From an optimization exercise on the open Yosys and OpenROAD flow, aimed at small area, a short achievable clock period and few clock cycles per item; shortcuts taken in it are not production practice. RTL that was checked went through simulation tests only; none was proved equivalent to the original. Only the layout flow was run in runs 2 and 3; the RTL was not checked for function there.

<file path="flow/config.mk">
export PLATFORM = sky130hd
export DESIGN_NAME = iir_df1_biquad_axis
export DESIGN_NICKNAME = iir_df1_biquad_axis
export VERILOG_FILES = /design/flow/design.v
export SDC_FILE = /design/flow/constraint.sdc
export NUM_CORES = 4
export LEC_CHECK = 0
export CAP_MARGIN = 20
export CORE_MARGIN = 2
export CORE_UTILIZATION = 40
export SLEW_MARGIN = 20
</file>
<file path="flow/constraint.sdc">
create_clock -name core_clock -period 7.0 [get_ports {clk}]
set_input_delay 1.4000 -clock core_clock [delete_from_list [all_inputs] [get_ports {clk}]]
set_output_delay 1.4000 -clock core_clock [all_outputs]
set_load 0.01 [all_outputs]
</file>
<file path="flow/design.v">
package iir_df1_biquad_axis_pkg;
    localparam int unsigned acc_guard_bits = 3;
endpackage
module iir_biquad_sat
#(
    parameter int acc_width    = 32,
    parameter int inout_width  = 16,
    parameter int scale_factor = 14
) (
    input  logic [acc_width-1:scale_factor] acc,
    output logic [inout_width-1:0]          y
);
    localparam int top = scale_factor + inout_width - 1;
    logic hi_ok;
    assign hi_ok = (acc[acc_width-1:top] == '0) || (acc[acc_width-1:top] == '1);
    assign y = hi_ok ? acc[top:scale_factor] : {acc[acc_width-1], {(inout_width-1){~acc[acc_width-1]}}};
endmodule
module iir_sum_r (
    input  logic [15:0] x1,
    input  logic [15:0] x2,
    output logic [17:0] s
);
    logic t1, t2, t3, t4, t5, t6, t7, t8, t9, t10, t11, t12, t13, t14, t15, t16;
    logic t17, t18, t19, t20, t21, t22, t23, t24, t25, t26, t27, t28, t29, t30;
    logic [17:0] ra, rb, sum;
    assign t3 = x1[1] ^ x2[2];
    assign t4 = ~x1[1] & x2[2];
    assign t5 = x1[2] ^ x2[3];
    assign t6 = ~x1[2] & x2[3];
    assign t7 = x1[3] ^ x2[4];
    assign t8 = ~x1[3] & x2[4];
    assign t9 = x1[4] ^ x2[5];
    assign t10 = ~x1[4] & x2[5];
    assign t11 = x1[5] ^ x2[6];
    assign t12 = ~x1[5] & x2[6];
    assign t13 = x1[6] ^ x2[7];
    assign t14 = ~x1[6] & x2[7];
    assign t15 = x1[7] ^ x2[8];
    assign t16 = ~x1[7] & x2[8];
    assign t17 = x1[8] ^ x2[9];
    assign t18 = ~x1[8] & x2[9];
    assign t19 = x1[9] ^ x2[10];
    assign t20 = ~x1[9] & x2[10];
    assign t21 = x1[10] ^ x2[11];
    assign t22 = ~x1[10] & x2[11];
    assign t23 = x1[11] ^ x2[12];
    assign t24 = ~x1[11] & x2[12];
    assign t25 = x1[12] ^ x2[13];
    assign t26 = ~x1[12] & x2[13];
    assign t27 = x1[13] ^ x2[14];
    assign t28 = ~x1[13] & x2[14];
    assign t29 = 1'b0 ^ x1[14] ^ x2[15];
    assign t30 = (1'b0 & x1[14]) | (1'b0 & x2[15]) | (x1[14] & x2[15]);
    assign ra = {1'b1, ~t30, t28, t26, t24, t22, t20, t18, t16, t14, t12, t10, t8, t6, t4, ~x1[0], x1[0], x2[0]};
    assign rb = {1'b0, x1[15], ~t29, ~t27, ~t25, ~t23, ~t21, ~t19, ~t17, ~t15, ~t13, ~t11, ~t9, ~t7, ~t5, ~t3, x2[1], 1'b0};
    assign sum = ra + rb;
    assign s = sum[17:0];
endmodule
module iir_sum_t (
    input  logic [15:0] x0,
    input  logic [17:0] r,
    output logic [17:0] s
);
    logic t1, t2, t3, t4;
    logic [17:0] ra, rb, sum;
    assign ra = {r[16], ~x0[15], x0[15], x0[14], x0[13], x0[12], x0[11], x0[10], x0[9], x0[8], x0[7], x0[6], x0[5], x0[4], x0[3], x0[2], x0[1], x0[0]};
    assign rb = {~r[17], ~r[16], r[15], r[14], r[13], r[12], r[11], r[10], r[9], r[8], r[7], r[6], r[5], r[4], r[3], r[2], r[1], r[0]};
    assign sum = ra + rb;
    assign s = sum[17:0];
endmodule
module iir_sum_f (
    input  logic [17:0] t,
    input  logic [15:0] x1,
    output logic [25:0] s
);
    logic t1, t2, t3, t4, t5, t6, t7, t8, t9, t10, t11, t12, t13, t14, t15, t16;
    logic t17, t18, t19, t20, t21, t22, t23, t24, t25, t26, t27, t28, t29, t30, t31, t32;
    logic t33, t34, t35, t36, t37, t38, t39, t40, t41, t42, t43, t44, t45, t46, t47, t48;
    logic t49, t50, t51, t52, t53, t54, t55, t56, t57, t58, t59, t60, t61, t62, t63, t64;
    logic t65, t66, t67, t68, t69, t70, t71, t72, t73, t74, t75, t76, t77, t78, t79, t80;
    logic t81, t82, t83, t84, t85, t86, t87, t88, t89, t90, t91, t92, t93, t94, t95, t96;
    logic t97, t98, t99, t100, t101, t102, t103, t104, t105, t106, t107, t108, t109, t110, t111, t112;
    logic t113, t114, t115, t116, t117, t118, t119, t120, t121;
    logic [25:0] ra, rb, sum;
    assign t1 = t[7] ^ t[4];
    assign t2 = ~t[7] & t[4];
    assign t3 = ~t[8];
    assign t4 = t3 ^ t[5] ^ t[3];
    assign t5 = (t3 & t[5]) | (t3 & t[3]) | (t[5] & t[3]);
    assign t6 = ~t[9];
    assign t7 = t6 ^ t[6] ^ t[4];
    assign t8 = (t6 & t[6]) | (t6 & t[4]) | (t[6] & t[4]);
    assign t9 = ~t[10];
    assign t10 = t9 ^ t[7] ^ t[5];
    assign t11 = (t9 & t[7]) | (t9 & t[5]) | (t[7] & t[5]);
    assign t12 = ~t[11];
    assign t13 = t12 ^ t[8] ^ t[6];
    assign t14 = (t12 & t[8]) | (t12 & t[6]) | (t[8] & t[6]);
    assign t15 = ~t[12];
    assign t16 = t15 ^ t[9] ^ t[7];
    assign t17 = (t15 & t[9]) | (t15 & t[7]) | (t[9] & t[7]);
    assign t18 = ~t[13];
    assign t19 = t18 ^ t[10] ^ t[8];
    assign t20 = (t18 & t[10]) | (t18 & t[8]) | (t[10] & t[8]);
    assign t21 = ~t[14];
    assign t22 = t21 ^ t[11] ^ t[9];
    assign t23 = (t21 & t[11]) | (t21 & t[9]) | (t[11] & t[9]);
    assign t24 = ~t[15];
    assign t25 = t24 ^ t[12] ^ t[10];
    assign t26 = (t24 & t[12]) | (t24 & t[10]) | (t[12] & t[10]);
    assign t27 = ~t[16];
    assign t28 = t27 ^ t[13] ^ t[11];
    assign t29 = (t27 & t[13]) | (t27 & t[11]) | (t[13] & t[11]);
    assign t30 = 1'b1 ^ t[17] ^ t[14];
    assign t31 = (1'b1 & t[17]) | (1'b1 & t[14]) | (t[17] & t[14]);
    assign t32 = t[12] ^ t[10];
    assign t33 = t[12] & t[10];
    assign t34 = 1'b1 ^ t[15] ^ t[13];
    assign t35 = (1'b1 & t[15]) | (1'b1 & t[13]) | (t[15] & t[13]);
    assign t36 = t[11] ^ x1[13];
    assign t37 = t[11] & x1[13];
    assign t38 = 1'b1 ^ t[16] ^ t[14];
    assign t39 = (1'b1 & t[16]) | (1'b1 & t[14]) | (t[16] & t[14]);
    assign t40 = t[12] ^ x1[14];
    assign t41 = t[12] & x1[14];
    assign t42 = ~t[17];
    assign t43 = 1'b1 ^ t42 ^ t[15];
    assign t44 = (1'b1 & t42) | (1'b1 & t[15]) | (t42 & t[15]);
    assign t45 = t[13] ^ x1[15];
    assign t46 = t[13] & ~x1[15];
    assign t47 = t[5] ^ t[2];
    assign t48 = ~t[5] & t[2];
    assign t49 = ~t[6];
    assign t50 = t49 ^ t[3] ^ t[1];
    assign t51 = (t49 & t[3]) | (t49 & t[1]) | (t[3] & t[1]);
    assign t52 = t[2] ^ t[0] ^ x1[2];
    assign t53 = (t[2] & t[0]) | (t[2] & x1[2]) | (t[0] & x1[2]);
    assign t54 = t[1] ^ x1[3] ^ t2;
    assign t55 = (t[1] & x1[3]) | (t[1] & t2) | (x1[3] & t2);
    assign t56 = t[2] ^ x1[4] ^ t5;
    assign t57 = (t[2] & x1[4]) | (t[2] & t5) | (x1[4] & t5);
    assign t58 = t[3] ^ x1[5] ^ t8;
    assign t59 = (t[3] & x1[5]) | (t[3] & t8) | (x1[5] & t8);
    assign t60 = t[4] ^ x1[6] ^ t11;
    assign t61 = (t[4] & x1[6]) | (t[4] & t11) | (x1[6] & t11);
    assign t62 = t[5] ^ x1[7] ^ t14;
    assign t63 = (t[5] & x1[7]) | (t[5] & t14) | (x1[7] & t14);
    assign t64 = t[6] ^ x1[8] ^ t17;
    assign t65 = (t[6] & x1[8]) | (t[6] & t17) | (x1[8] & t17);
    assign t66 = t[7] ^ x1[9] ^ t20;
    assign t67 = (t[7] & x1[9]) | (t[7] & t20) | (x1[9] & t20);
    assign t68 = t[8] ^ x1[10] ^ t23;
    assign t69 = (t[8] & x1[10]) | (t[8] & t23) | (x1[10] & t23);
    assign t70 = t[9] ^ x1[11] ^ t26;
    assign t71 = (t[9] & x1[11]) | (t[9] & t26) | (x1[11] & t26);
    assign t72 = x1[12] ^ t32 ^ t29;
    assign t73 = (x1[12] & t32) | (x1[12] & t29) | (t32 & t29);
    assign t74 = t33 ^ t36 ^ t31;
    assign t75 = (t33 & t36) | (t33 & t31) | (t36 & t31);
    assign t76 = t37 ^ t40 ^ t35;
    assign t77 = (t37 & t40) | (t37 & t35) | (t40 & t35);
    assign t78 = ~t45;
    assign t79 = t41 ^ t78 ^ t39;
    assign t80 = (t41 & t78) | (t41 & t39) | (t78 & t39);
    assign t81 = t[16] ^ t[14] ^ t46;
    assign t82 = (t[16] & t[14]) | (t[16] & t46) | (t[14] & t46);
    assign t83 = t[0] ^ x1[0];
    assign t84 = t[0] & x1[0];
    assign t85 = x1[1] ^ t48 ^ t50;
    assign t86 = (x1[1] & t48) | (x1[1] & t50) | (t48 & t50);
    assign t87 = ~t1;
    assign t88 = t87 ^ t51 ^ t52;
    assign t89 = (t87 & t51) | (t87 & t52) | (t51 & t52);
    assign t90 = t53 ^ t4 ^ t54;
    assign t91 = (t53 & t4) | (t53 & t54) | (t4 & t54);
    assign t92 = t7 ^ t55 ^ t56;
    assign t93 = (t7 & t55) | (t7 & t56) | (t55 & t56);
    assign t94 = t10 ^ t57 ^ t58;
    assign t95 = (t10 & t57) | (t10 & t58) | (t57 & t58);
    assign t96 = t13 ^ t59 ^ t60;
    assign t97 = (t13 & t59) | (t13 & t60) | (t59 & t60);
    assign t98 = t16 ^ t61 ^ t62;
    assign t99 = (t16 & t61) | (t16 & t62) | (t61 & t62);
    assign t100 = t19 ^ t63 ^ t64;
    assign t101 = (t19 & t63) | (t19 & t64) | (t63 & t64);
    assign t102 = t22 ^ t65 ^ t66;
    assign t103 = (t22 & t65) | (t22 & t66) | (t65 & t66);
    assign t104 = t25 ^ t67 ^ t68;
    assign t105 = (t25 & t67) | (t25 & t68) | (t67 & t68);
    assign t106 = t28 ^ t69 ^ t70;
    assign t107 = (t28 & t69) | (t28 & t70) | (t69 & t70);
    assign t108 = t30 ^ t71 ^ t72;
    assign t109 = (t30 & t71) | (t30 & t72) | (t71 & t72);
    assign t110 = t34 ^ t73 ^ t74;
    assign t111 = (t34 & t73) | (t34 & t74) | (t73 & t74);
    assign t112 = t38 ^ t75 ^ t76;
    assign t113 = (t38 & t75) | (t38 & t76) | (t75 & t76);
    assign t114 = t43 ^ t77 ^ t79;
    assign t115 = (t43 & t77) | (t43 & t79) | (t77 & t79);
    assign t116 = t44 ^ t81 ^ t80;
    assign t117 = (t44 & t81) | (t44 & t80) | (t81 & t80);
    assign t118 = t42 ^ t[15] ^ t82;
    assign t119 = (t42 & t[15]) | (t42 & t82) | (t[15] & t82);
    assign ra = {1'b1, t[16], t119, t117, t115, t113, t111, t109, t107, t105, t103, t101, t99, t97, t95, t93, t91, t89, t86, t84, t83, ~t[4], ~t[3], ~t[2], ~t[1], 1'b1};
    assign rb = {1'b0, ~t[17], ~t[16], t118, t116, t114, t112, t110, t108, t106, t104, t102, t100, t98, t96, t94, t92, t90, t88, t85, ~t47, t[1], t[0], 1'b0, 1'b0, ~t[0]};
    assign sum = ra + rb;
    assign s = sum[25:0];
endmodule
module iir_sum_g (
    input  logic [25:0] f,
    input  logic [15:0] y2,
    output logic [31:0] s
);
    logic t1, t2, t3, t4, t5, t6, t7, t8, t9, t10, t11, t12, t13, t14, t15, t16;
    logic t17, t18, t19, t20, t21, t22, t23, t24, t25, t26, t27, t28, t29, t30, t31, t32;
    logic t33, t34, t35, t36, t37, t38, t39, t40, t41, t42, t43, t44, t45, t46, t47, t48;
    logic t49, t50, t51, t52, t53, t54, t55, t56, t57, t58, t59, t60, t61, t62, t63, t64;
    logic t65, t66, t67, t68, t69, t70, t71, t72, t73, t74, t75, t76, t77, t78, t79, t80;
    logic t81, t82, t83, t84, t85, t86, t87, t88, t89, t90, t91, t92, t93, t94, t95, t96;
    logic t97, t98, t99, t100, t101, t102, t103, t104, t105, t106, t107, t108, t109, t110, t111, t112;
    logic t113, t114, t115, t116, t117, t118, t119, t120, t121, t122, t123, t124, t125, t126, t127, t128;
    logic t129, t130, t131, t132, t133, t134, t135, t136, t137, t138, t139, t140, t141, t142, t143, t144;
    logic t145, t146, t147, t148, t149, t150, t151, t152, t153, t154, t155, t156, t157, t158, t159, t160;
    logic t161, t162, t163, t164, t165, t166, t167, t168, t169, t170, t171, t172, t173, t174, t175, t176;
    logic t177, t178, t179, t180, t181, t182, t183, t184, t185, t186, t187, t188, t189, t190, t191, t192;
    logic t193, t194, t195, t196, t197, t198, t199, t200, t201, t202, t203, t204, t205, t206, t207, t208;
    logic t209, t210, t211, t212, t213, t214, t215, t216, t217, t218, t219, t220, t221, t222, t223, t224;
    logic t225, t226, t227, t228, t229, t230, t231, t232, t233, t234, t235, t236, t237, t238, t239, t240;
    logic t241, t242, t243, t244, t245, t246, t247, t248, t249;
    logic [31:0] ra, rb, sum;
    assign t3 = f[9] ^ y2[9];
    assign t4 = f[9] & y2[9];
    assign t5 = 1'b1 ^ f[10] ^ y2[10];
    assign t6 = (1'b1 & f[10]) | (1'b1 & y2[10]) | (f[10] & y2[10]);
    assign t7 = y2[8] ^ y2[6];
    assign t8 = y2[8] & y2[6];
    assign t9 = f[11] ^ y2[11] ^ y2[9];
    assign t10 = (f[11] & y2[11]) | (f[11] & y2[9]) | (y2[11] & y2[9]);
    assign t11 = y2[7] ^ y2[5];
    assign t12 = y2[7] & y2[5];
    assign t13 = f[12] ^ y2[12] ^ y2[10];
    assign t14 = (f[12] & y2[12]) | (f[12] & y2[10]) | (y2[12] & y2[10]);
    assign t15 = y2[8] ^ y2[6];
    assign t16 = y2[8] & y2[6];
    assign t17 = f[13] ^ y2[13] ^ y2[11];
    assign t18 = (f[13] & y2[13]) | (f[13] & y2[11]) | (y2[13] & y2[11]);
    assign t19 = y2[9] ^ y2[7];
    assign t20 = y2[9] & y2[7];
    assign t21 = 1'b1 ^ f[14] ^ y2[14];
    assign t22 = (1'b1 & f[14]) | (1'b1 & y2[14]) | (f[14] & y2[14]);
    assign t23 = y2[12] ^ y2[10] ^ y2[8];
    assign t24 = (y2[12] & y2[10]) | (y2[12] & y2[8]) | (y2[10] & y2[8]);
    assign t25 = y2[6] ^ y2[4];
    assign t26 = ~y2[6] & y2[4];
    assign t27 = ~y2[15];
    assign t28 = 1'b1 ^ f[15] ^ t27;
    assign t29 = (1'b1 & f[15]) | (1'b1 & t27) | (f[15] & t27);
    assign t30 = y2[13] ^ y2[11] ^ y2[9];
    assign t31 = (y2[13] & y2[11]) | (y2[13] & y2[9]) | (y2[11] & y2[9]);
    assign t32 = ~y2[5];
    assign t33 = y2[7] ^ t32 ^ y2[1];
    assign t34 = (y2[7] & t32) | (y2[7] & y2[1]) | (t32 & y2[1]);
    assign t35 = 1'b1 ^ f[16] ^ y2[14];
    assign t36 = (1'b1 & f[16]) | (1'b1 & y2[14]) | (f[16] & y2[14]);
    assign t37 = ~y2[8];
    assign t38 = y2[12] ^ y2[10] ^ t37;
    assign t39 = (y2[12] & y2[10]) | (y2[12] & t37) | (y2[10] & t37);
    assign t40 = y2[6] ^ y2[2];
    assign t41 = y2[6] & ~y2[2];
    assign t42 = f[17] ^ t27 ^ y2[13];
    assign t43 = (f[17] & t27) | (f[17] & y2[13]) | (t27 & y2[13]);
    assign t44 = ~y2[9];
    assign t45 = y2[11] ^ t44 ^ y2[7];
    assign t46 = (y2[11] & t44) | (y2[11] & y2[7]) | (t44 & y2[7]);
    assign t47 = f[18] ^ y2[14] ^ y2[12];
    assign t48 = (f[18] & y2[14]) | (f[18] & y2[12]) | (y2[14] & y2[12]);
    assign t49 = f[19] ^ y2[15];
    assign t50 = f[19] & ~y2[15];
    assign t53 = f[6] ^ y2[6];
    assign t54 = f[6] & y2[6];
    assign t55 = f[7] ^ y2[7] ^ y2[5];
    assign t56 = (f[7] & y2[7]) | (f[7] & y2[5]) | (y2[7] & y2[5]);
    assign t57 = y2[8] ^ y2[6] ^ y2[4];
    assign t58 = (y2[8] & y2[6]) | (y2[8] & y2[4]) | (y2[6] & y2[4]);
    assign t59 = y2[2] ^ y2[0];
    assign t60 = y2[2] & ~y2[0];
    assign t61 = y2[7] ^ y2[5] ^ y2[3];
    assign t62 = (y2[7] & y2[5]) | (y2[7] & y2[3]) | (y2[5] & y2[3]);
    assign t63 = ~y2[1];
    assign t64 = t63 ^ f[8] ^ t3;
    assign t65 = (t63 & f[8]) | (t63 & t3) | (f[8] & t3);
    assign t66 = ~y2[2];
    assign t67 = y2[4] ^ t66 ^ y2[0];
    assign t68 = (y2[4] & t66) | (y2[4] & y2[0]) | (t66 & y2[0]);
    assign t69 = t4 ^ t7 ^ t5;
    assign t70 = (t4 & t7) | (t4 & t5) | (t7 & t5);
    assign t71 = ~y2[3];
    assign t72 = t71 ^ y2[1] ^ t8;
    assign t73 = (t71 & y2[1]) | (t71 & t8) | (y2[1] & t8);
    assign t74 = t11 ^ t6 ^ t9;
    assign t75 = (t11 & t6) | (t11 & t9) | (t6 & t9);
    assign t76 = ~y2[4];
    assign t77 = t76 ^ y2[2] ^ t12;
    assign t78 = (t76 & y2[2]) | (t76 & t12) | (y2[2] & t12);
    assign t79 = t15 ^ t10 ^ t13;
    assign t80 = (t15 & t10) | (t15 & t13) | (t10 & t13);
    assign t81 = t32 ^ y2[3] ^ t16;
    assign t82 = (t32 & y2[3]) | (t32 & t16) | (y2[3] & t16);
    assign t83 = t19 ^ t14 ^ t17;
    assign t84 = (t19 & t14) | (t19 & t17) | (t14 & t17);
    assign t85 = ~t20;
    assign t86 = y2[0] ^ t85 ^ t25;
    assign t87 = (y2[0] & t85) | (y2[0] & t25) | (t85 & t25);
    assign t88 = t18 ^ t21 ^ t23;
    assign t89 = (t18 & t21) | (t18 & t23) | (t21 & t23);
    assign t90 = t26 ^ t22 ^ t24;
    assign t91 = (t26 & t22) | (t26 & t24) | (t22 & t24);
    assign t92 = ~t33;
    assign t93 = t28 ^ t30 ^ t92;
    assign t94 = (t28 & t30) | (t28 & t92) | (t30 & t92);
    assign t95 = ~t40;
    assign t96 = t95 ^ t29 ^ t31;
    assign t97 = (t95 & t29) | (t95 & t31) | (t29 & t31);
    assign t98 = ~t34;
    assign t99 = t98 ^ t35 ^ t38;
    assign t100 = (t98 & t35) | (t98 & t38) | (t35 & t38);
    assign t101 = t71 ^ t41 ^ t36;
    assign t102 = (t71 & t41) | (t71 & t36) | (t41 & t36);
    assign t103 = t39 ^ t42 ^ t45;
    assign t104 = (t39 & t42) | (t39 & t45) | (t42 & t45);
    assign t105 = y2[10] ^ t37 ^ y2[4];
    assign t106 = (y2[10] & t37) | (y2[10] & y2[4]) | (t37 & y2[4]);
    assign t107 = t43 ^ t46 ^ t47;
    assign t108 = (t43 & t46) | (t43 & t47) | (t46 & t47);
    assign t109 = ~y2[11];
    assign t110 = y2[13] ^ t109 ^ y2[9];
    assign t111 = (y2[13] & t109) | (y2[13] & y2[9]) | (t109 & y2[9]);
    assign t112 = ~t48;
    assign t113 = y2[5] ^ t49 ^ t112;
    assign t114 = (y2[5] & t49) | (y2[5] & t112) | (t49 & t112);
    assign t115 = ~y2[12];
    assign t116 = y2[14] ^ t115 ^ y2[10];
    assign t117 = (y2[14] & t115) | (y2[14] & y2[10]) | (t115 & y2[10]);
    assign t118 = ~t50;
    assign t119 = y2[6] ^ t118 ^ f[20];
    assign t120 = (y2[6] & t118) | (y2[6] & f[20]) | (t118 & f[20]);
    assign t121 = ~f[21];
    assign t122 = t121 ^ y2[15] ^ y2[13];
    assign t123 = (t121 & y2[15]) | (t121 & y2[13]) | (y2[15] & y2[13]);
    assign t124 = ~y2[7];
    assign t125 = y2[11] ^ t124 ^ f[20];
    assign t126 = (y2[11] & t124) | (y2[11] & f[20]) | (t124 & f[20]);
    assign t127 = ~y2[14];
    assign t128 = f[22] ^ t127 ^ y2[12];
    assign t129 = (f[22] & t127) | (f[22] & y2[12]) | (t127 & y2[12]);
    assign t130 = f[23] ^ y2[15];
    assign t131 = f[23] & y2[15];
    assign t134 = f[4] ^ y2[4];
    assign t135 = f[4] & y2[4];
    assign t136 = f[5] ^ y2[5] ^ y2[3];
    assign t137 = (f[5] & y2[5]) | (f[5] & y2[3]) | (y2[5] & y2[3]);
    assign t138 = y2[4] ^ y2[2] ^ y2[0];
    assign t139 = (y2[4] & y2[2]) | (y2[4] & y2[0]) | (y2[2] & y2[0]);
    assign t140 = y2[3] ^ y2[1] ^ t54;
    assign t141 = (y2[3] & y2[1]) | (y2[3] & t54) | (y2[1] & t54);
    assign t142 = ~t56;
    assign t143 = t59 ^ f[8] ^ t142;
    assign t144 = (t59 & f[8]) | (t59 & t142) | (f[8] & t142);
    assign t145 = t60 ^ t58 ^ t61;
    assign t146 = (t60 & t58) | (t60 & t61) | (t58 & t61);
    assign t147 = t62 ^ t67 ^ t65;
    assign t148 = (t62 & t67) | (t62 & t65) | (t67 & t65);
    assign t149 = t68 ^ t72 ^ t70;
    assign t150 = (t68 & t72) | (t68 & t70) | (t72 & t70);
    assign t151 = t73 ^ t77 ^ t75;
    assign t152 = (t73 & t77) | (t73 & t75) | (t77 & t75);
    assign t153 = t78 ^ t81 ^ t80;
    assign t154 = (t78 & t81) | (t78 & t80) | (t81 & t80);
    assign t155 = ~t86;
    assign t156 = t82 ^ t155 ^ t84;
    assign t157 = (t82 & t155) | (t82 & t84) | (t155 & t84);
    assign t158 = ~t87;
    assign t159 = t158 ^ t89 ^ t90;
    assign t160 = (t158 & t89) | (t158 & t90) | (t89 & t90);
    assign t161 = t91 ^ t94 ^ t96;
    assign t162 = (t91 & t94) | (t91 & t96) | (t94 & t96);
    assign t163 = t97 ^ t100 ^ t101;
    assign t164 = (t97 & t100) | (t97 & t101) | (t100 & t101);
    assign t165 = ~t105;
    assign t166 = t165 ^ t102 ^ t104;
    assign t167 = (t165 & t102) | (t165 & t104) | (t102 & t104);
    assign t168 = ~t106;
    assign t169 = t168 ^ t110 ^ t108;
    assign t170 = (t168 & t110) | (t168 & t108) | (t110 & t108);
    assign t171 = ~t119;
    assign t172 = t111 ^ t116 ^ t171;
    assign t173 = (t111 & t116) | (t111 & t171) | (t116 & t171);
    assign t174 = ~t117;
    assign t175 = t174 ^ t122 ^ t120;
    assign t176 = (t174 & t122) | (t174 & t120) | (t122 & t120);
    assign t177 = ~t128;
    assign t178 = y2[8] ^ t123 ^ t177;
    assign t179 = (y2[8] & t123) | (y2[8] & t177) | (t123 & t177);
    assign t180 = y2[13] ^ t44 ^ t130;
    assign t181 = (y2[13] & t44) | (y2[13] & t130) | (t44 & t130);
    assign t182 = ~y2[10];
    assign t183 = y2[14] ^ t182 ^ t131;
    assign t184 = (y2[14] & t182) | (y2[14] & t131) | (t182 & t131);
    assign t185 = f[25] ^ y2[15] ^ y2[11];
    assign t186 = (f[25] & y2[15]) | (f[25] & y2[11]) | (y2[15] & y2[11]);
    assign t187 = f[2] ^ y2[2];
    assign t188 = f[2] & y2[2];
    assign t189 = f[3] ^ y2[3] ^ y2[1];
    assign t190 = (f[3] & y2[3]) | (f[3] & y2[1]) | (y2[3] & y2[1]);
    assign t191 = y2[2] ^ y2[0] ^ t134;
    assign t192 = (y2[2] & y2[0]) | (y2[2] & t134) | (y2[0] & t134);
    assign t193 = y2[1] ^ t135 ^ t136;
    assign t194 = (y2[1] & t135) | (y2[1] & t136) | (t135 & t136);
    assign t195 = t53 ^ t137 ^ t138;
    assign t196 = (t53 & t137) | (t53 & t138) | (t137 & t138);
    assign t197 = t139 ^ t55 ^ t140;
    assign t198 = (t139 & t55) | (t139 & t140) | (t55 & t140);
    assign t199 = ~t143;
    assign t200 = t57 ^ t141 ^ t199;
    assign t201 = (t57 & t141) | (t57 & t199) | (t141 & t199);
    assign t202 = ~t144;
    assign t203 = t64 ^ t202 ^ t145;
    assign t204 = (t64 & t202) | (t64 & t145) | (t202 & t145);
    assign t205 = t146 ^ t69 ^ t147;
    assign t206 = (t146 & t69) | (t146 & t147) | (t69 & t147);
    assign t207 = t74 ^ t148 ^ t149;
    assign t208 = (t74 & t148) | (t74 & t149) | (t148 & t149);
    assign t209 = t79 ^ t150 ^ t151;
    assign t210 = (t79 & t150) | (t79 & t151) | (t150 & t151);
    assign t211 = t83 ^ t152 ^ t153;
    assign t212 = (t83 & t152) | (t83 & t153) | (t152 & t153);
    assign t213 = t88 ^ t154 ^ t156;
    assign t214 = (t88 & t154) | (t88 & t156) | (t154 & t156);
    assign t215 = t93 ^ t157 ^ t159;
    assign t216 = (t93 & t157) | (t93 & t159) | (t157 & t159);
    assign t217 = t99 ^ t160 ^ t161;
    assign t218 = (t99 & t160) | (t99 & t161) | (t160 & t161);
    assign t219 = t103 ^ t162 ^ t163;
    assign t220 = (t103 & t162) | (t103 & t163) | (t162 & t163);
    assign t221 = t107 ^ t164 ^ t166;
    assign t222 = (t107 & t164) | (t107 & t166) | (t164 & t166);
    assign t223 = ~t113;
    assign t224 = t223 ^ t167 ^ t169;
    assign t225 = (t223 & t167) | (t223 & t169) | (t167 & t169);
    assign t226 = ~t114;
    assign t227 = t226 ^ t172 ^ t170;
    assign t228 = (t226 & t172) | (t226 & t170) | (t172 & t170);
    assign t229 = ~t175;
    assign t230 = t125 ^ t173 ^ t229;
    assign t231 = (t125 & t173) | (t125 & t229) | (t173 & t229);
    assign t232 = ~t126;
    assign t233 = t232 ^ t178 ^ t176;
    assign t234 = (t232 & t178) | (t232 & t176) | (t178 & t176);
    assign t235 = ~t179;
    assign t236 = t129 ^ t180 ^ t235;
    assign t237 = (t129 & t180) | (t129 & t235) | (t180 & t235);
    assign t238 = ~f[24];
    assign t239 = t238 ^ t181 ^ t183;
    assign t240 = (t238 & t181) | (t238 & t183) | (t181 & t183);
    assign t241 = ~t185;
    assign t242 = f[24] ^ t241 ^ t184;
    assign t243 = (f[24] & t241) | (f[24] & t184) | (t241 & t184);
    assign t244 = y2[12] ^ t186;
    assign t245 = ~(y2[12] | t186);
    assign ra = {1'b1, 1'b0, ~y2[14], ~y2[13], t245, t243, t240, t237, ~t234, t231, t228, t225, t222, t220, t218, t216, t214, t212, t210, t208, t206, t204, t201, t198, t196, t194, t192, t190, t188, t187, f[1], f[0]};
    assign rb = {1'b0, 1'b0, y2[15], y2[14], y2[13], t244, t242, t239, t236, ~t233, t230, t227, t224, t221, t219, t217, t215, t213, t211, t209, t207, t205, t203, t200, t197, t195, t193, t191, t189, y2[0], y2[1], y2[0]};
    assign sum = ra + rb;
    assign s = sum[31:0];
endmodule
module iir_sum_loop (
    input  logic [31:0] g,
    input  logic [15:0] y1,
    output logic [31:14] s
);
    logic t1, t2, t3, t4, t5, t6, t7, t8, t9, t10, t11, t12, t13, t14, t15, t16;
    logic t17, t18, t19, t20, t21, t22, t23, t24, t25, t26, t27, t28, t29, t30, t31, t32;
    logic t33, t34, t35, t36, t37, t38, t39, t40, t41, t42, t43, t44, t45, t46, t47, t48;
    logic t49, t50, t51, t52, t53, t54, t55, t56, t57, t58, t59, t60, t61, t62, t63, t64;
    logic t65, t66, t67, t68, t69, t70, t71, t72, t73, t74, t75, t76, t77, t78, t79, t80;
    logic t81, t82, t83, t84, t85, t86, t87, t88, t89, t90, t91, t92, t93, t94, t95, t96;
    logic t97, t98, t99, t100, t101, t102, t103, t104, t105, t106, t107, t108, t109, t110, t111, t112;
    logic t113;
    logic [31:0] ra, rb, sum;
    assign t1 = g[15] ^ y1[12];
    assign t2 = g[15] & y1[12];
    assign t3 = g[16] ^ y1[13] ^ y1[9];
    assign t4 = (g[16] & y1[13]) | (g[16] & y1[9]) | (y1[13] & y1[9]);
    assign t5 = g[17] ^ y1[14] ^ y1[10];
    assign t6 = (g[17] & y1[14]) | (g[17] & y1[10]) | (y1[14] & y1[10]);
    assign t7 = ~y1[15];
    assign t8 = g[18] ^ t7 ^ y1[11];
    assign t9 = (g[18] & t7) | (g[18] & y1[11]) | (t7 & y1[11]);
    assign t10 = g[19] ^ y1[12];
    assign t11 = g[19] & y1[12];
    assign t12 = g[20] ^ y1[13];
    assign t13 = g[20] & y1[13];
    assign t14 = g[21] ^ y1[14];
    assign t15 = g[21] & y1[14];
    assign t16 = g[22] ^ y1[15];
    assign t17 = g[22] & ~y1[15];
    assign t18 = g[10] ^ y1[7];
    assign t19 = g[10] & y1[7];
    assign t20 = g[11] ^ y1[8] ^ y1[4];
    assign t21 = (g[11] & y1[8]) | (g[11] & y1[4]) | (y1[8] & y1[4]);
    assign t22 = g[12] ^ y1[9] ^ y1[5];
    assign t23 = (g[12] & y1[9]) | (g[12] & y1[5]) | (y1[9] & y1[5]);
    assign t24 = g[13] ^ y1[10] ^ y1[6];
    assign t25 = (g[13] & y1[10]) | (g[13] & y1[6]) | (y1[10] & y1[6]);
    assign t26 = g[14] ^ y1[11] ^ y1[7];
    assign t27 = (g[14] & y1[11]) | (g[14] & y1[7]) | (y1[11] & y1[7]);
    assign t28 = ~y1[5];
    assign t29 = y1[8] ^ t28 ^ y1[0];
    assign t30 = (y1[8] & t28) | (y1[8] & y1[0]) | (t28 & y1[0]);
    assign t31 = ~y1[6];
    assign t32 = t31 ^ y1[1] ^ t2;
    assign t33 = (t31 & y1[1]) | (t31 & t2) | (y1[1] & t2);
    assign t34 = ~y1[7];
    assign t35 = t34 ^ y1[2] ^ t4;
    assign t36 = (t34 & y1[2]) | (t34 & t4) | (y1[2] & t4);
    assign t37 = ~y1[8];
    assign t38 = t37 ^ y1[3] ^ t6;
    assign t39 = (t37 & y1[3]) | (t37 & t6) | (y1[3] & t6);
    assign t40 = ~y1[9];
    assign t41 = t40 ^ y1[4] ^ t10;
    assign t42 = (t40 & y1[4]) | (t40 & t10) | (y1[4] & t10);
    assign t43 = ~y1[10];
    assign t44 = t43 ^ y1[5] ^ t11;
    assign t45 = (t43 & y1[5]) | (t43 & t11) | (y1[5] & t11);
    assign t46 = ~y1[11];
    assign t47 = t46 ^ y1[6] ^ t13;
    assign t48 = (t46 & y1[6]) | (t46 & t13) | (y1[6] & t13);
    assign t49 = ~y1[12];
    assign t50 = t49 ^ y1[7] ^ t15;
    assign t51 = (t49 & y1[7]) | (t49 & t15) | (y1[7] & t15);
    assign t52 = ~y1[13];
    assign t53 = g[23] ^ t52 ^ y1[8];
    assign t54 = (g[23] & t52) | (g[23] & y1[8]) | (t52 & y1[8]);
    assign t55 = g[24] ^ y1[14];
    assign t56 = g[24] & ~y1[14];
    assign t57 = g[25] ^ y1[15];
    assign t58 = g[25] & y1[15];
    assign t59 = g[7] ^ y1[4];
    assign t60 = g[7] & y1[4];
    assign t61 = g[8] ^ y1[5] ^ y1[1];
    assign t62 = (g[8] & y1[5]) | (g[8] & y1[1]) | (y1[5] & y1[1]);
    assign t63 = g[9] ^ y1[6] ^ y1[2];
    assign t64 = (g[9] & y1[6]) | (g[9] & y1[2]) | (y1[6] & y1[2]);
    assign t65 = ~y1[0];
    assign t66 = y1[3] ^ t65 ^ t18;
    assign t67 = (y1[3] & t65) | (y1[3] & t18) | (t65 & t18);
    assign t68 = ~y1[1];
    assign t69 = t68 ^ t19 ^ t20;
    assign t70 = (t68 & t19) | (t68 & t20) | (t19 & t20);
    assign t71 = ~y1[2];
    assign t72 = t71 ^ t21 ^ t22;
    assign t73 = (t71 & t21) | (t71 & t22) | (t21 & t22);
    assign t74 = ~y1[3];
    assign t75 = t74 ^ t23 ^ t24;
    assign t76 = (t74 & t23) | (t74 & t24) | (t23 & t24);
    assign t77 = ~y1[4];
    assign t78 = t77 ^ t25 ^ t26;
    assign t79 = (t77 & t25) | (t77 & t26) | (t25 & t26);
    assign t80 = t1 ^ t27 ^ t29;
    assign t81 = (t1 & t27) | (t1 & t29) | (t27 & t29);
    assign t82 = t30 ^ t3 ^ t32;
    assign t83 = (t30 & t3) | (t30 & t32) | (t3 & t32);
    assign t84 = t5 ^ t33 ^ t35;
    assign t85 = (t5 & t33) | (t5 & t35) | (t33 & t35);
    assign t86 = t8 ^ t36 ^ t38;
    assign t87 = (t8 & t36) | (t8 & t38) | (t36 & t38);
    assign t88 = t9 ^ t41 ^ t39;
    assign t89 = (t9 & t41) | (t9 & t39) | (t41 & t39);
    assign t90 = t12 ^ t42 ^ t44;
    assign t91 = (t12 & t42) | (t12 & t44) | (t42 & t44);
    assign t92 = t14 ^ t45 ^ t47;
    assign t93 = (t14 & t45) | (t14 & t47) | (t45 & t47);
    assign t94 = ~t16;
    assign t95 = t94 ^ t48 ^ t50;
    assign t96 = (t94 & t48) | (t94 & t50) | (t48 & t50);
    assign t97 = t17 ^ t53 ^ t51;
    assign t98 = (t17 & t53) | (t17 & t51) | (t53 & t51);
    assign t99 = ~t55;
    assign t100 = y1[9] ^ t99 ^ t54;
    assign t101 = (y1[9] & t99) | (y1[9] & t54) | (t99 & t54);
    assign t102 = y1[10] ^ t56 ^ t57;
    assign t103 = (y1[10] & t56) | (y1[10] & t57) | (t56 & t57);
    assign t104 = g[26] ^ y1[11] ^ t58;
    assign t105 = (g[26] & y1[11]) | (g[26] & t58) | (y1[11] & t58);
    assign t106 = g[27] ^ y1[12];
    assign t107 = g[27] & y1[12];
    assign t108 = g[28] ^ y1[13];
    assign t109 = g[28] & y1[13];
    assign t110 = g[29] ^ y1[14];
    assign t111 = g[29] & y1[14];
    assign t112 = g[30] ^ y1[15];
    assign t113 = g[30] & ~y1[15];
    assign ra = {t113, t111, t109, t107, t105, t103, t101, t98, t96, t93, t91, t89, t87, t85, t83, t81, t79, t76, t73, t70, t67, t64, t62, t60, t59, g[6], g[5], g[4], g[3], g[2], g[1], g[0]};
    assign rb = {g[31], ~t112, t110, t108, t106, t104, t102, t100, t97, t95, t92, t90, t88, t86, t84, t82, t80, t78, t75, t72, t69, t66, t63, t61, y1[0], y1[3], y1[2], y1[1], y1[0], 1'b0, 1'b0, 1'b0};
    assign sum = ra + rb;
    assign s = sum[31:14];
endmodule
module iir_df1_biquad_axis
#(
    parameter int unsigned coeff_width  = 16,
    parameter int unsigned inout_width  = 16,
    parameter int unsigned scale_factor = 14,
    parameter int          a1_int_coeff = -31880,
    parameter int          a2_int_coeff = 15531,
    parameter int          bo_int_coeff = 167,
    parameter int          b1_int_coeff = -302,
    parameter int          b2_int_coeff = 167
) (
    input  logic                          clk,
    input  logic                          rst,
    input  logic                          s_axis_tvalid,
    input  logic signed [inout_width-1:0] s_axis_tdata,
    output logic                          m_axis_tready,
    output logic signed [inout_width-1:0] m_axis_tdata,
    output logic                          m_axis_tvalid
);
    logic        v1_q, v2_q, v3_q, v4_q;  
    logic [15:0] hx1_q, hx2_q;            
    logic [15:0] y1_q, y2_q;              
    logic [17:0] r, t_d, t_q;
    logic [25:0] f_d, f_q;
    logic [15:0] y_old;
    logic [31:0] g_d, g_q;
    logic [31:14] acc;
    logic [15:0] y_sat;
    iir_sum_r u_r (.x1(hx1_q), .x2(hx2_q), .s(r));
    iir_sum_t u_t (.x0(s_axis_tdata), .r(r), .s(t_d));
    iir_sum_f u_f (.t(t_q), .x1(hx2_q), .s(f_d));
    assign y_old = v3_q ? y1_q : y2_q;
    iir_sum_g u_g (.f(f_q), .y2(y_old), .s(g_d));
    iir_sum_loop u_loop (.g(g_q), .y1(y1_q), .s(acc));
    iir_biquad_sat #(.acc_width(32), .inout_width(16), .scale_factor(14)) u_sat (
        .acc (acc),
        .y   (y_sat)
    );
    always_ff @(posedge clk) begin
        t_q <= t_d;
        f_q <= f_d;
        g_q <= g_d;
        if (rst) begin
            v1_q  <= 1'b0;
            v2_q  <= 1'b0;
            v3_q  <= 1'b0;
            v4_q  <= 1'b0;
            hx1_q <= '0;
            hx2_q <= '0;
            y1_q  <= '0;
            y2_q  <= '0;
        end else begin
            v1_q <= s_axis_tvalid;
            v2_q <= v1_q;
            v3_q <= v2_q;
            v4_q <= v3_q;
            if (s_axis_tvalid) begin
                hx1_q <= s_axis_tdata;
                hx2_q <= hx1_q;
            end
            if (v3_q) begin
                y1_q <= y_sat;
                y2_q <= y1_q;
            end
        end
    end
    assign m_axis_tready = 1'b1;
    assign m_axis_tdata  = y1_q;
    assign m_axis_tvalid = v4_q;
endmodule
</file>
<file path="flow/run.sh">
#!/bin/bash
# synth_recipe.tcl (not shown) runs the flow's synth.tcl, then flattens the netlist and writes it again
# the make line also repeats each setting of config.mk as NAME=value (left out here)
make -C /OpenROAD-flow-scripts/flow DESIGN_CONFIG=/design/flow/config.mk WORK_HOME=/design/flow/orfs CLKGATE_MAP_FILE= SYNTH_SCRIPT=/design/flow/synth_recipe.tcl finish
</file>
==> results of run 1 <==
[metal layers]
layer	wire length, um	share of wire	global-route usage
met3	736	0.025	0.0249
met4	600	0.021	0.0564
met5	0	0	0
met2	14700	0.51	0.313
met1	13000	0.45	0.201
[synth_stat cells, drive strengths merged (12+ instances only)]
library cell	instances	share of area
dfxtp	140	0.20
inv	306	0.083
a211oi	12	0.0069
a31oi	15	0.0068
mux2i	50	0.036
o21ai	39	0.014
nand3	16	0.0058
ha	169	0.15
o32ai	13	0.013
clkbuf	14	0.0038
xor2	27	0.017
o21a	14	0.0076
a21oi	70	0.026
o21bai	12	0.0065
nor3	19	0.0069
nor2	128	0.035
nand2	35	0.0095
a21o	31	0.017
fa	161	0.23
or3	17	0.0077
xnor2	54	0.035
[registers in the layout, summed over array words and instances, names as in the netlist]
name,cells
v1_q,1
v4_q,1
g_q,28
hx1_q,16
v2_q,1
y1_q,16
v3_q,1
t_q,18
hx2_q,16
f_q,26
y2_q,16
[layout make-up]
cell class / instances / area [um^2] / area share
Clock inverter: 13 / 129 / 0.00845
Timing Repair Buffer: 49 / 445 / 0.0292
Inverter: 306 / 1150 / 0.0753
Sequential cell: 140 / 2800 / 0.184
Clock buffer: 19 / 453 / 0.0297
Multi-Input combinational cell: 1003 / 9720 / 0.637
Tap cell: 448 / 561 / 0.0367
[per-stage QoR]
step                cell area (um^2)   util  std cells
global placement               14700  0.436       1946
finish                         15300  0.453       1978
detailed placement             14700  0.436       1946
floorplan                      13800      -       1473
global route                   15300  0.453       1978
CTS                            15300  0.453       1978
[worst max-delay path by stage]
stage | slack [ns] | to | cells after the start | from
2_1_floorplan | 1.32 | g_q[29]$_DFF_P_ | 20 | v3_q$_SDFF_PP0_
4_1_cts | 1.37 | g_q[29]$_DFF_P_ | 18 | v3_q$_SDFF_PP0_
3_3_place_gp | 1.51 | g_q[29]$_DFF_P_ | 18 | v3_q$_SDFF_PP0_
5_1_grt | 0.92 | g_q[29]$_DFF_P_ | 18 | v3_q$_SDFF_PP0_
3_5_place_dp | 1.39 | g_q[29]$_DFF_P_ | 18 | v3_q$_SDFF_PP0_
6_report | 1.39 | g_q[29]$_DFF_P_ | 18 | v3_q$_SDFF_PP0_
[logic make-up (layout without fill, tap and decap cells)]
kind of cell | count (synthesis) | after routing | synth area share
simple gates | 286 | 286 | 0.0996
buf+inv | 330 | 387 | 0.0917
mux | 51 | 51 | 0.0374
other cells | 1 | 1 | 0.000272
fa+ha+maj | 331 | 331 | 0.388
xor+xnor | 81 | 81 | 0.0520
compound gates | 253 | 253 | 0.128
flops | 140 | 140 | 0.203
==> impl_metrics.tcl, run 1 <==
set metrics [dict create \
    outcome "finished clean" \
    fin_ws_ns 1.39 \
    drt_wl_total_um 29000 \
    rrSetupSlack_ns 1.39 \
    clk_latency_ns 0.44 \
    antenna_found_initial 0 \
    ys_types 72 \
    drive_gt1_frac 0.0471 \
    ctsResizeCount 0 \
    synth_nets 1822 \
    die_y_um 190 \
    path_delay_family "adder cells" \
    slowest_delay_ns 0.74 \
    fillers 3257 \
    grt_usage 0.170 \
    synth-seq-cells 140 \
    synth.cell_area_um2 13800 \
    worstReg2RegEnd "g_q[29]$_DFF_P_" \
    arrival_ns 6.00 \
    grt_pass1_wl_um 48400 \
    reg2reg_from "v3_q$_SDFF_PP0_" \
    fin_tns_setup_ns 0 \
    fp-row-count 67 \
    clkSinkCount 140 \
    cts_hold_buf 0 \
    dr_total_vias 9702 \
    ios 37 \
    slew_violations 0 \
    grt_max_degree 82 \
    areaGrowthSynthToFinish_pct 10.7 \
    hold_violations 0 \
    htree_levels 4 \
    routedWlPerCell_um 14.7 \
    drc 0 \
    antenna_left 0 \
    crit_top_cell "fa_1" \
    setup_viol 0 \
    startpoint_type "flip-flop" \
    cts_root_buf "clkbuf_16" \
    layout_common_cells "306 x inv_1, 169 x ha_1, 161 x fa_1" \
    clockBufferDepth 2 \
    num_antenna_cells 0 \
    synth_area_per_cell_um2 9.36 \
    skew_ns 0.0108 \
    hp-start "v2_q$_SDFF_PP0_" \
    rsz0062_at_grt "no" \
    layout_commonest_cell "inv_1" \
    holdWs_ns 0.436 \
    end_kind "flip-flop" \
    hold_path.class "flip-flop to flip-flop" \
    synth_ff_type "dfxtp_1" \
    numCtsBuffers 17 \
    slew_headroom 0.329 \
    path_clk_slew_ns 0.06 \
    worst-path-buf-inv 4 \
    drtPass1Iterations 4 \
    crit_chain "buf_4 -> mux2i_1 -> inv_1 -> fa_1 -> inv_1 -> fa_1 -> fa_1 -> fa_1 -> inv_1 -> ha_1 -> a21oi_1 -> o21bai_1 -> a21oi_1 -> nor2_1 -> a21oi_1 -> o2111ai_1 -> a2111oi_0 -> a211o_1" \
    die_width_um 190 \
    cap_violations 0 \
    grt_pass1_vias 10100 \
    place_congestion 0.873 \
    ys_async_sr_fraction 0 \
    crit_fanout 36 \
    min_to "v3_q$_SDFF_PP0_" \
    dpl_worst_slack_ns 1.39 \
    viasPerCell 4.90 \
    cp.required_ns 7.38 \
    seq_area_frac_synth 0.203 \
    yosys_warnings 1 \
    fin_crit_ns 5.61 \
    drtIter0Drc 397 \
    io_buffers 35 \
    tightest_slew_ns 1.01 \
    core_um2 33700 \
    cts_tree "done" \
    postCtsSetupRepairBufs 0 \
    min_path_cells 1 \
    grt-ovfl-total 0 \
    critPathKind "flip-flop to flip-flop" \
    dp_hpwl_um 23600 \
    die-area_um2 36000 \
    syn_inst 1473 \
    fmax_mhz 178 \
    finalNetCount 1866 \
    fin_crit_sh 0.802 \
    synth-edff-count 0 \
    slowest_stage "mux2i_1" \
    r2r_cells 18 \
    initial_core_util 0.409 \
]
Testbench counts, summed over its fixed seeds: cycles 24,032, items 24,000.
==> inputs of run 2 (changes only) <==
--- a/flow/design.v
+++ b/flow/design.v
@@ -626,17 +626,16 @@
     logic        v1_q, v2_q, v3_q, v4_q;  
     logic [15:0] hx1_q, hx2_q;            
     logic [15:0] y1_q, y2_q;              
+    logic [15:0] yb_q;                    
     logic [17:0] r, t_d, t_q;
     logic [25:0] f_d, f_q;
-    logic [15:0] y_old;
     logic [31:0] g_d, g_q;
     logic [31:14] acc;
     logic [15:0] y_sat;
     iir_sum_r u_r (.x1(hx1_q), .x2(hx2_q), .s(r));
     iir_sum_t u_t (.x0(s_axis_tdata), .r(r), .s(t_d));
     iir_sum_f u_f (.t(t_q), .x1(hx2_q), .s(f_d));
-    assign y_old = v3_q ? y1_q : y2_q;
-    iir_sum_g u_g (.f(f_q), .y2(y_old), .s(g_d));
+    iir_sum_g u_g (.f(f_q), .y2(yb_q), .s(g_d));
     iir_sum_loop u_loop (.g(g_q), .y1(y1_q), .s(acc));
     iir_biquad_sat #(.acc_width(32), .inout_width(16), .scale_factor(14)) u_sat (
         .acc (acc),
@@ -655,6 +654,7 @@
             hx2_q <= '0;
             y1_q  <= '0;
             y2_q  <= '0;
+            yb_q  <= '0;
         end else begin
             v1_q <= s_axis_tvalid;
             v2_q <= v1_q;
@@ -668,6 +668,13 @@
                 y1_q <= y_sat;
                 y2_q <= y1_q;
             end
+            if (v2_q && v3_q) begin
+                yb_q <= y_sat;
+            end else if (v2_q || v3_q) begin
+                yb_q <= y1_q;
+            end else begin
+                yb_q <= y2_q;
+            end
         end
     end
     assign m_axis_tready = 1'b1;
==> run 2 against run 1 <==
  * Highest routed layer unchanged
  * Setup slack better by 0.60 ns
  * Routed wire length grew 6.6%
==> impl_metrics.tcl, run 2 <==
set metrics [dict create \
    yosysTopAreaCellShare 0.228 \
    skew_ns 0.0124 \
    drtIter0Drc 483 \
    layout_common_cells "308 x inv_1, 169 x ha_1, 162 x fa_1" \
    htree_levels 4 \
    numCtsBuffers 17 \
    clkSinkCount 156 \
    finalNetCount 1889 \
    outcome "finished clean" \
    slowest_stage "dfxtp_1" \
    min_path_cells 0 \
    yosys_warnings 1 \
    layout_commonest_cell "inv_1" \
    ios 37 \
    fmax_mhz 200 \
    synth-seq-cells 156 \
    synth_most_common_cell "inv_1" \
    routedWlPerCell_um 15.4 \
    die_y_um 193 \
    startpoint_type "flip-flop" \
    synthAdderAreaFrac 0.377 \
    grt_usage 0.178 \
    fp-row-count 69 \
    arrival_ns 5.33 \
    viasPerCell 4.92 \
    reg2reg_from "y1_q[12]$_SDFFE_PP0P_" \
    synth_largest_area_cell "fa_1" \
    hold_violations 0 \
    top_regs "g_q x28, f_q x26, t_q x18" \
    rsz0062_at_grt "no" \
    dr_total_vias 9912 \
    ys_async_sr_fraction 0 \
    cap_violations 0 \
    slew_headroom 0.336 \
    synth_area_per_cell_um2 9.40 \
    synthXorXnorAreaFrac 0.0511 \
    crit_chain "ha_1 -> inv_1 -> fa_1 -> inv_1 -> fa_1 -> ha_1 -> a211oi_1 -> o21ai_0 -> a211oi_1 -> o32ai_1 -> o211a_1 -> or3_1 -> a311oi_2 -> o211a_4 -> nor2_2 -> a221o_1" \
    tightest_slew_ns 0.996 \
    cts_root_buf "clkbuf_16" \
    drive_gt1_frac 0.0425 \
    seq_area_frac_synth 0.220 \
    synth_ff_type "dfxtp_1" \
    path_clk_slew_ns 0.07 \
    ctsResizeCount 0 \
    synth_nets 1862 \
    antenna_found_initial 0 \
    critPathKind "flip-flop to flip-flop" \
    worstReg2RegEnd "y1_q[5]$_SDFFE_PP0P_" \
    synth-compound-area-share 0.131 \
    dp_hpwl_um 25100 \
    final_util 0.443 \
    hp-start "t_q[0]$_DFF_P_" \
    num_antenna_cells 0 \
    slowest_delay_ns 0.61 \
    r2r_cells 16 \
    die_width_um 193 \
    place_congestion 0.930 \
    grt_pass1_vias 10200 \
    rrSetupSlack_ns 1.99 \
    grt_pass1_wl_um 51600 \
    initial_core_util 0.403 \
    clockBufferDepth 2 \
    setup_viol 0 \
    postCtsSetupRepairBufs 0 \
    synth-edff-count 0 \
    synth_top_family_by_area "adder cells" \
    fin_tns_setup_ns 0 \
    ys_types 67 \
    drtPass1Iterations 5 \
    areaGrowthSynthToFinish_pct 9.94 \
    top_register "g_q" \
    fin_crit_ns 5.01 \
    holdWs_ns 0.464 \
    synth.cell_area_um2 14200 \
    cts_hold_buf 0 \
    slew_violations 0 \
    grt-ovfl-total 0 \
    path_delay_family "compound AO/OA/AOI/OAI gates" \
    die-area_um2 37100 \
    grt_max_degree 62 \
    cts_tree "done" \
    yosys.area_share.simple 0.0881 \
    end_kind "flip-flop" \
    fin_crit_sh 0.716 \
    worst-path-buf-inv 2 \
    antenna_left 0 \
    syn_inst 1512 \
    synthTopCellsByArea "fa_1 23%, dfxtp_1 22%, ha_1 15%" \
    drc 0 \
    stdcell_area_um2 15600 \
    hold_path.class "flip-flop to flip-flop" \
    io_buffers 35 \
    dpl_cell_area_um2 15000 \
    min_to "f_q[0]$_DFF_P_" \
    synth_mux_area_frac 0.0417 \
    core_um2 35300 \
    largest_register_ffs 28 \
    crit_fanout 16 \
    synth_common_cells "308 x inv_1, 169 x ha_1, 162 x fa_1, 156 x dfxtp_1, 129 x nor2_1" \
    cp.required_ns 7.32 \
    clk_latency_ns 0.44 \
    drt_wl_total_um 30900 \
]
## run 2: changes by cell type in the layout (fill, tap and decap cells not counted), sizes merged, moves of 8 or more
cell,previous run,this run
mux2,1,10
a221o,1,12
dfxtp,140,156
o32ai,13,2
buf,16,7
or3,17,4
nand4,11,2
nor2b,10,18
## run 2: layer usage
metal	vias up	part of all wire	wire length [um]	track usage
met2	151	0.49	15100	0.310
met3	43	0.030	934	0.0255
met5	-	0	0	0
met4	0	0.021	639	0.0543
li1	5004	-	-	-
met1	4714	0.46	14200	0.228
## run 2: logic make-up after synthesis
family,Yosys count
DFF,156
muxes,58
AOI/OAI and AO/OA,273
and+or+nand+nor,270
buffers and inverters,340
adders and majority gates,331
other,1
xor gates and xnor gates,83
## run 2: cell type report
type                       count  area [um^2]
clock buffer                  19          443
clock inverter                13          158
fill                        3425        19700
inverter                     308         1160
multi-input combinational   1016         9800
sequential                   156         3120
tap                          461          577
timing repair buffer          40          378
## run 2: per-stage QoR
| step | std cells | setup slack [ns] |
|---|---|---|
| 6_report | 2013 | 1.99 |
| 3_3_place_gp | 1981 | 2.10 |
| 3_5_place_dp | 1981 | 2.04 |
| 5_1_grt | 2013 | 1.68 |
| 4_1_cts | 2013 | 2.00 |
| 2_1_floorplan | 1512 | 2.45 |
## run 2: how the worst max path moves through the flow
stage / startpoint / end / slack [ns] / cells past startpoint
after global placement: yb_q[8]$_SDFF_PP0_ / g_q[28]$_DFF_P_ / 2.10 / 19
after floorplan: y1_q[10]$_SDFFE_PP0P_ / y1_q[13]$_SDFFE_PP0P_ / 2.45 / 20
final: y1_q[12]$_SDFFE_PP0P_ / y1_q[5]$_SDFFE_PP0P_ / 1.99 / 16
after global routing: y1_q[10]$_SDFFE_PP0P_ / yb_q[4]$_SDFF_PP0_ / 1.68 / 18
after CTS: yb_q[8]$_SDFF_PP0_ / g_q[28]$_DFF_P_ / 2.00 / 19
after detailed placement: yb_q[8]$_SDFF_PP0_ / g_q[28]$_DFF_P_ / 2.04 / 19
## run 2: worst register-to-register path: stages (launching register included)
cell and delay (ns):
dfxtp_1 0.61, ha_1 0.23, inv_1 0.05, fa_1 0.48
inv_1 0.05, fa_1 0.43, ha_1 0.36, a211oi_1 0.26
o21ai_0 0.16, a211oi_1 0.29, o32ai_1 0.17, o211a_1 0.25
or3_1 0.43, a311oi_2 0.33, o211a_4 0.31, nor2_2 0.14
a221o_1 0.34
==> inputs of run 3 (changes only) <==
--- a/flow/config.mk
+++ b/flow/config.mk
@@ -8,4 +8,5 @@
 export CAP_MARGIN = 20
 export CORE_MARGIN = 2
 export CORE_UTILIZATION = 40
+export SETUP_SLACK_MARGIN = 2.8
 export SLEW_MARGIN = 20
==> run 3 against run 2 <==
  * Count of clock-buffer cells in the layout grew 3
  * Highest routed layer unchanged
  * Synthesized cell count did not move
  * Still clean
  * Critical path depth down 3
  * Register-to-register slack better by 0.52 ns
  * Via count rose by 5.2%
  * Die area is the same
  * Core utilization up 4.2 points
==> impl_metrics.tcl, run 3 <==
set metrics [dict create \
    dp_hpwl_um 24700 \
    hold_path.class "flip-flop to flip-flop" \
    outcome "finished clean" \
    clk_latency_ns 0.44 \
    dpl_worst_slack_ns 2.06 \
    fmax_mhz 223 \
    numCtsBuffers 17 \
    die_width_um 193 \
    grt_pass1_wl_um 54400 \
    path_clk_slew_ns 0.06 \
    slew_headroom 0.334 \
    grt_max_degree 70 \
    cts_tree "done" \
    routedWlPerCell_um 16.0 \
    viasPerCell 5.03 \
    synth_area_per_cell_um2 9.40 \
    synth_common_cells "308 x inv_1, 169 x ha_1, 162 x fa_1, 156 x dfxtp_1, 129 x nor2_1" \
    stdcell_count 2074 \
    yosys_warnings 1 \
    drtIter0Drc 514 \
    fin_crit_sh 0.642 \
    top_regs "g_q x28, f_q x26, t_q x18" \
    cts_hold_buf 0 \
    htree_levels 4 \
    synthTopCellsByArea "fa_1 23%, dfxtp_1 22%, ha_1 15%" \
    synth_most_common_cell "inv_1" \
    startpoint_type "flip-flop" \
    slew_violations 0 \
    ys_async_sr_fraction 0 \
    die-area_um2 37100 \
    end_kind "flip-flop" \
    slowest_delay_ns 0.55 \
    synth_nets 1862 \
    ys_types 67 \
    syn_inst 1512 \
    cp.required_ns 7.29 \
    drt_wl_total_um 33300 \
    grt_pass1_vias 10900 \
    grt_usage 0.189 \
    drive_gt1_frac 0.198 \
    fillers 3256 \
    io_buffers 35 \
    fp-row-count 69 \
    setup_viol 0 \
    synth.cell_area_um2 14200 \
    fin_ws_ns 2.51 \
    crit_top_cell "fa_1" \
    antenna_left 0 \
    cts_root_buf "clkbuf_16" \
    synth_ff_type "dfxtp_1" \
    critPathKind "flip-flop to flip-flop" \
    crit_chain "fa_1 -> fa_1 -> ha_1 -> o21a_1 -> o211ai_1 -> o22ai_4 -> o41a_1 -> or4_4 -> a21o_4 -> o32a_1 -> nand2_4 -> and3_4 -> a21oi_4" \
    dr_total_vias 10400 \
    fin_tns_setup_ns 0 \
    rsz0062_at_grt "yes" \
    hold_violations 0 \
    die_y_um 193 \
    place_inst 1980 \
    cap_violations 0 \
    multi_input_comb_area_um2 10700 \
    yosysTopAreaCellShare 0.228 \
    crit_fanout 7 \
    seq_area_frac_synth 0.220 \
    top_register "g_q" \
    grt-ovfl-total 0 \
    areaGrowthSynthToFinish_pct 20.4 \
    synth-seq-cells 156 \
    fin_crit_ns 4.49 \
    place_congestion 0.904 \
    skew_ns 0.0144 \
    ios 37 \
    finalNetCount 1951 \
    synth-edff-count 0 \
    largest_register_ffs 28 \
    clkSinkCount 156 \
    drc 0 \
    seqCellArea_um2 3220 \
    antenna_found_initial 0 \
    layout_commonest_cell "inv_1" \
    arrival_ns 4.79 \
    core_um2 35300 \
    slowest_stage "fa_1" \
    initial_core_util 0.403 \
    tightest_slew_ns 1.00 \
    num_antenna_cells 0 \
    layout_common_cells "273 x inv_1, 145 x ha_1, 143 x fa_1" \
    synth_largest_area_cell "fa_1" \
    drtPass1Iterations 5 \
    clockBufferDepth 2 \
]
-- run 3: cell counts after synthesis --
Identical to the previous run, type by type.
-- run 3: final cells by class --
class                   count  area share
multi-input cells        1019       0.622
flip-flops and latches    156       0.188
inverters                 308      0.0688
repair buffers             99      0.0531
well taps                 461      0.0337
clock buffers              22      0.0277
clock inverters             9     0.00658
-- run 3: worst max-delay path: cells and delay by family (launching register included) --
family	cells	cell delay [ns]
AO/OA/AOI/OAI	7	1.73
AND/OR/NAND/NOR	3	0.99
flip-flops	1	0.35
adder cells (fa/ha/maj)	3	1.28
-- run 3: path summary, 6_finish.rpt --
kind	start	endpoint	slack [ns]	cells past startpoint
worst max-delay path	y1_q[4]$_SDFFE_PP0P_	yb_q[7]$_SDFF_PP0_	2.51	13
worst min-delay path	v1_q$_SDFF_PP0_	v2_q$_SDFF_PP0_	0.45	1
worst max register to register	y1_q[4]$_SDFFE_PP0P_	yb_q[7]$_SDFF_PP0_	2.51	13
worst min register to register	v1_q$_SDFF_PP0_	v2_q$_SDFF_PP0_	0.45	1
-- run 3: timing repair --
| action | in CTS | in global routing |
|---|---|---|
| gates resized for setup | 132 | 88 |
| pin swaps | 44 | 38 |
| setup endpoints to repair | 55 | 55 |
| gates cloned | 4 | 0 |
| buffers inserted | 41 | 18 |
-- run 3: cells by family (layout without fill, tap and decap cells) --
group           after synthesis  after routing  share of synthesized area
compound gates              273            273                      0.131
xor+xnor                     83             83                     0.0511
fa+ha+maj                   331            331                      0.377
buf+inv                     340            438                     0.0913
flops                       156            156                      0.220
mux                          58             58                     0.0417
other cells                   1              1                   0.000264
simple gates                270            273                     0.0881
-- run 3: per-stage QoR --
step / utilization / hold slack, ns / area, um^2
after global routing: 0.485 / 0.473 / 17100
after detailed placement: 0.429 / 0.436 / 15100
after floorplan: - / 0.414 / 14300
after CTS: 0.470 / 0.452 / 16600
after global placement: 0.429 / 0.436 / 15100
final: 0.485 / 0.448 / 17100
-- run 3: routing by layer --
layer | GRT usage | wire length (um)
met5 | 0 | 0
met2 | 0.325 | 16000
met3 | 0.0322 | 1140
met4 | 0.0872 | 1230
met1 | 0.231 | 14900

## re-timing with driven ports
The flow's constraints put no driver on any port. The routed layouts listed below were extracted and timed again, unchanged, in two steps. Step 1, drivers: a clkbuf_16 drives clk and a buf_2 each remaining input, both assumed. Step 2 times the ports against the registers' clock, not the clock port: input delays grow and output delays shrink by t, the midpoint of the rising clock arrivals with the driver on. Three values: no drivers, after step 1, after step 2; two values: the first two.
run	t, ns	setup WS [ns]	worst register clock-pin slew, ns	pins driven straight from the clock port
run 1	0.486	1.386 / 1.386 / 1.386	0.06 / 0.06	1
run 2	0.480	1.988 / 1.988 / 1.988	0.07 / 0.07	1
run 3	0.480	2.509 / 2.509 / 2.509	0.07 / 0.07	1
After both steps every run listed still meets setup and hold.
